This is an optimization exercise on Yosys and OpenROAD, whose aim is small area and a short achievable clock period, not a production implementation. At most, simulation tests tie the RTL to the original design; equivalence was not proved. No activity file was given, so power comes from the tool's default toggle rates.

Setup of run A:
Design tawas, start of the top module:
module tawas
(
  input  logic                      clk,
  input  logic                      reset,
  output logic [24-1:0]    iaddr,
  input  logic [31:0]               idata,
  output logic [31:0]               daddr,
  output logic                      dcs,
  output logic                      dwr,
  output logic [31:0]               dout,
  input  logic [31:0]               din,
  output logic [4-1:0] halted
);
  localparam int PW = 24;
  logic [1:0] slice;
  logic [1:0] dec_slice;
  logic       dec_vld;
  logic [255:0] bank0, bank1, bank2, bank3;
  logic [2:0]   clr;                         
  logic         z0, z1, z2, z3;
  logic [PW-1:0] pc0, pc1, pc2, pc3;
  logic [3:0]  op;
  logic [2:0]  rd, ra, rb;
  logic [15:0] imm;
  assign op  = idata[31:28];
  assign rd  = idata[27:25];
  assign ra  = idata[24:22];
  assign rb  = idata[21:19];
  assign imm = idata[15:0];
  logic [31:0] ra_data, rb_data;
  logic [7:0] ra_oh, rb_oh;
  tawas_rdsel rdsel_a (.sel(ra), .onehot(ra_oh));
  tawas_rdsel rdsel_b (.sel(rb), .onehot(rb_oh));
  tawas_rdmux rdmux_a (.bank(bank0), .onehot(ra_oh), .q(ra_data));
  tawas_rdmux rdmux_b (.bank(bank0), .onehot(rb_oh), .q(rb_data));
  logic [15:0] d_lo, d_hi0, d_hi1;
  logic        d_c16;
  ...
Settings: LEC_CHECK=0, CAP_MARGIN=20, CORE_MARGIN=2, CORE_UTILIZATION=40, SLEW_MARGIN=20, SYNTH_HIERARCHICAL=1, SYNTH_MINIMUM_KEEP_SIZE=0; clock period 10.0 ns.
standard.sh (not shown) runs the stock make flow with config.mk's settings and CLKGATE_MAP_FILE= SYNTH_SCRIPT=/design/flow/synth_recipe.tcl, a recipe that flattens the netlist after the stock synthesis.
==> flow/flow/run.sh <==
#!/bin/bash
set -euo pipefail
export BUFFER_PORTS_ARGS="-buffer_cell sky130_fd_sc_hd__buf_2"
export SETUP_SLACK_MARGIN=5.7
export CTS_ARGS="-sink_clustering_enable -repair_clock_nets -dont_use_dummy_load -sink_clustering_size 30 -sink_clustering_max_diameter 60"
bash standard.sh > standard_flow.log 2>&1
Inputs modified between run A and run B:
==> flow/flow/run.sh <==
#!/bin/bash
set -euo pipefail
export BUFFER_PORTS_ARGS="-buffer_cell sky130_fd_sc_hd__buf_2"
export SETUP_SLACK_MARGIN=6.0
export CTS_ARGS="-sink_clustering_enable -repair_clock_nets -dont_use_dummy_load -sink_clustering_size 30 -sink_clustering_max_diameter 60"
bash standard.sh > standard_flow.log 2>&1
==> comparison <==
- Run B: done, clean on timing, DRC and antenna
- Design internal power delta (run A -> run B): insignificant
- Final standard cell count with taps included and fillers excluded of run B exceeds that of run A slightly.
- Going from run A to run B, via count up 482; sequential share of layout area down 1.3 points.
Input changes introduced in run C (baseline for comparison: run B):
==> flow/flow/run.sh <==
#!/bin/bash
set -euo pipefail
export BUFFER_PORTS_ARGS="-buffer_cell sky130_fd_sc_hd__buf_2"
export SETUP_SLACK_MARGIN=6.3
export CTS_ARGS="-sink_clustering_enable -repair_clock_nets -dont_use_dummy_load -sink_clustering_size 24 -sink_clustering_max_diameter 80"
bash standard.sh > standard_flow.log 2>&1
Looking at endpoint of the most critical setup path, the e_dlo[13] result is from run C; the e_dc16 one comes from run B.
Sort run B and run C by routed length on met3, descending, and run C comes first.
Power for run C: 1.2% down relative to run B
Run C packs its core more tightly than run B.
Compared with run B, in run C clock share of power -1.1 points, wire length saw an increase, number of global-route vias before repair went up by about 0.6%, synthesized-area fraction occupied by adder cells essentially unchanged, setup slack shows an increase of 0.046 ns.
Compared with run B, wire length per cell in run C increased by a few percent.
The final reports for run C and run B show sequential cell area share lower in the former.

== onyx ==
Another version of the RTL of tawas (not shown whole).
For scale: roughly 3700 cells after synthesis.
## tawas
module tawas
(
  input  logic                      clk,
  input  logic                      reset,
  output logic [24-1:0]    iaddr,
  input  logic [31:0]               idata,
  output logic [31:0]               daddr,
  output logic                      dcs,
  output logic                      dwr,
  output logic [31:0]               dout,
  input  logic [31:0]               din,
  output logic [4-1:0] halted
);
clock: 10.0 ns
lec_check: 0
cap_margin: 20
core_margin: 2
core_utilization: 40
slew_margin: 20
synth_hierarchical: 1
synth_minimum_keep_size: 0
tns_end_percent: 30
==> flow/flow/run.sh <==
#!/bin/bash
set -euo pipefail
export BUFFER_PORTS_ARGS="-buffer_cell sky130_fd_sc_hd__buf_2"
export SETUP_SLACK_MARGIN=6.3
export CTS_ARGS="-sink_clustering_enable -repair_clock_nets -dont_use_dummy_load -sink_clustering_size 30 -sink_clustering_max_diameter 60"
bash standard.sh > standard_flow.log 2>&1
onyx: full flow OK, the timing, DRC and antenna checks passed
Input-level comparison between ember and onyx:
# onyx
export LEC_CHECK = 0
export CAP_MARGIN = 20
export CORE_MARGIN = 2
export CORE_UTILIZATION = 40
export SLEW_MARGIN = 20
export SYNTH_HIERARCHICAL = 1
export SYNTH_MINIMUM_KEEP_SIZE = 0
export TNS_END_PERCENT = 30
create_clock -name core_clock -period 10.0 [get_ports {clk}]
# ember
export LEC_CHECK = 0
export CAP_MARGIN = 20
export CORE_MARGIN = 2
export CORE_UTILIZATION = 40
export SLEW_MARGIN = 20
export SYNTH_HIERARCHICAL = 1
export SYNTH_MINIMUM_KEEP_SIZE = 0
export TNS_END_PERCENT = 10
create_clock -name core_clock -period 10.0 [get_ports {clk}]
==> comparison <==
- ember went all the way through synthesis, placement and routing and the layout is clean on timing, DRC and antenna.
- Re hold slack: ember and onyx aren't equal, and the lower value belongs to onyx.
- Of ember and onyx, the higher fraction of area in registers belongs to ember.
- Lower routed wire length among ember and onyx: onyx
- The area growth from synthesis to layout in ember sits 0.81 points below the value recorded for onyx.
- onyx ended up with met5 as its highest routing layer actually used; ember ended up with met4.
- ember vs onyx: met2 routing resource usage after global routing down in ember
Changes in indigo relative to ember:
# ember
export LEC_CHECK = 0
export CAP_MARGIN = 20
export CORE_MARGIN = 2
export CORE_UTILIZATION = 40
export SLEW_MARGIN = 20
export SYNTH_HIERARCHICAL = 1
export SYNTH_MINIMUM_KEEP_SIZE = 0
export TNS_END_PERCENT = 10
create_clock -name core_clock -period 10.0 [get_ports {clk}]
# indigo
export LEC_CHECK = 0
export CAP_MARGIN = 20
export CORE_MARGIN = 2
export CORE_UTILIZATION = 60
export SLEW_MARGIN = 20
export SYNTH_HIERARCHICAL = 1
export SYNTH_MINIMUM_KEEP_SIZE = 0
create_clock -name core_clock -period 10.0 [get_ports {clk}]
==> results.txt <==
Taking ember as the reference point, the area fraction of clock buffers and clock inverters of indigo rises by 0.44 points. Combinational power of indigo exceeds that of ember slightly. Delta (indigo minus ember): global-route usage up 11 points, power saw an increase, number of antenna violations at the first check in global routing +6, actual transition at the worst max-transition pin went up. | global-route wire length before repair | ember vs indigo | ≈ equal |.
No run of this note included a check of the RTL's function; only the layout flow was run.

[what the ideal ports hide]
How much do the figures lean on ideal ports? The routed layouts below were timed once more, with nothing changed but the port constraints.
Step 1: set_driving_cell puts a clkbuf_16 on clk and a buf_2 on each other input, an assumption about the parent block.
Step 2, shift: input delay + t, output delay - t, t = (earliest + latest rising clock arrival at the registers) / 2. This alone moves slack from input paths to output paths.
a / b / c = ideal / step 1 / step 2; a / b = the first two.
| run | t (ns) | slack for setup (ns) | clock arrival spread, ns |
|---|---|---|---|
| run A | 0.679 | 5.657 / 5.661 / 4.982 | 0.116 / 0.115 |
| run B | 0.686 | 5.981 / 5.960 / 5.274 | 0.092 / 0.092 |
| run C | 0.723 | 6.026 / 6.010 / 5.287 | 0.075 / 0.075 |
| onyx | 0.713 | 5.970 / 5.945 / 5.232 | 0.106 / 0.106 |
| ember | 0.731 | 5.959 / 5.942 / 5.211 | 0.095 / 0.096 |
| indigo | 0.663 | 5.924 / 5.928 / 5.265 | 0.118 / 0.117 |
After both steps every run listed still meets setup and hold. The setup slack of ember, which loses most, moves by -0.017 ns with the drivers and by -0.748 ns with both steps.
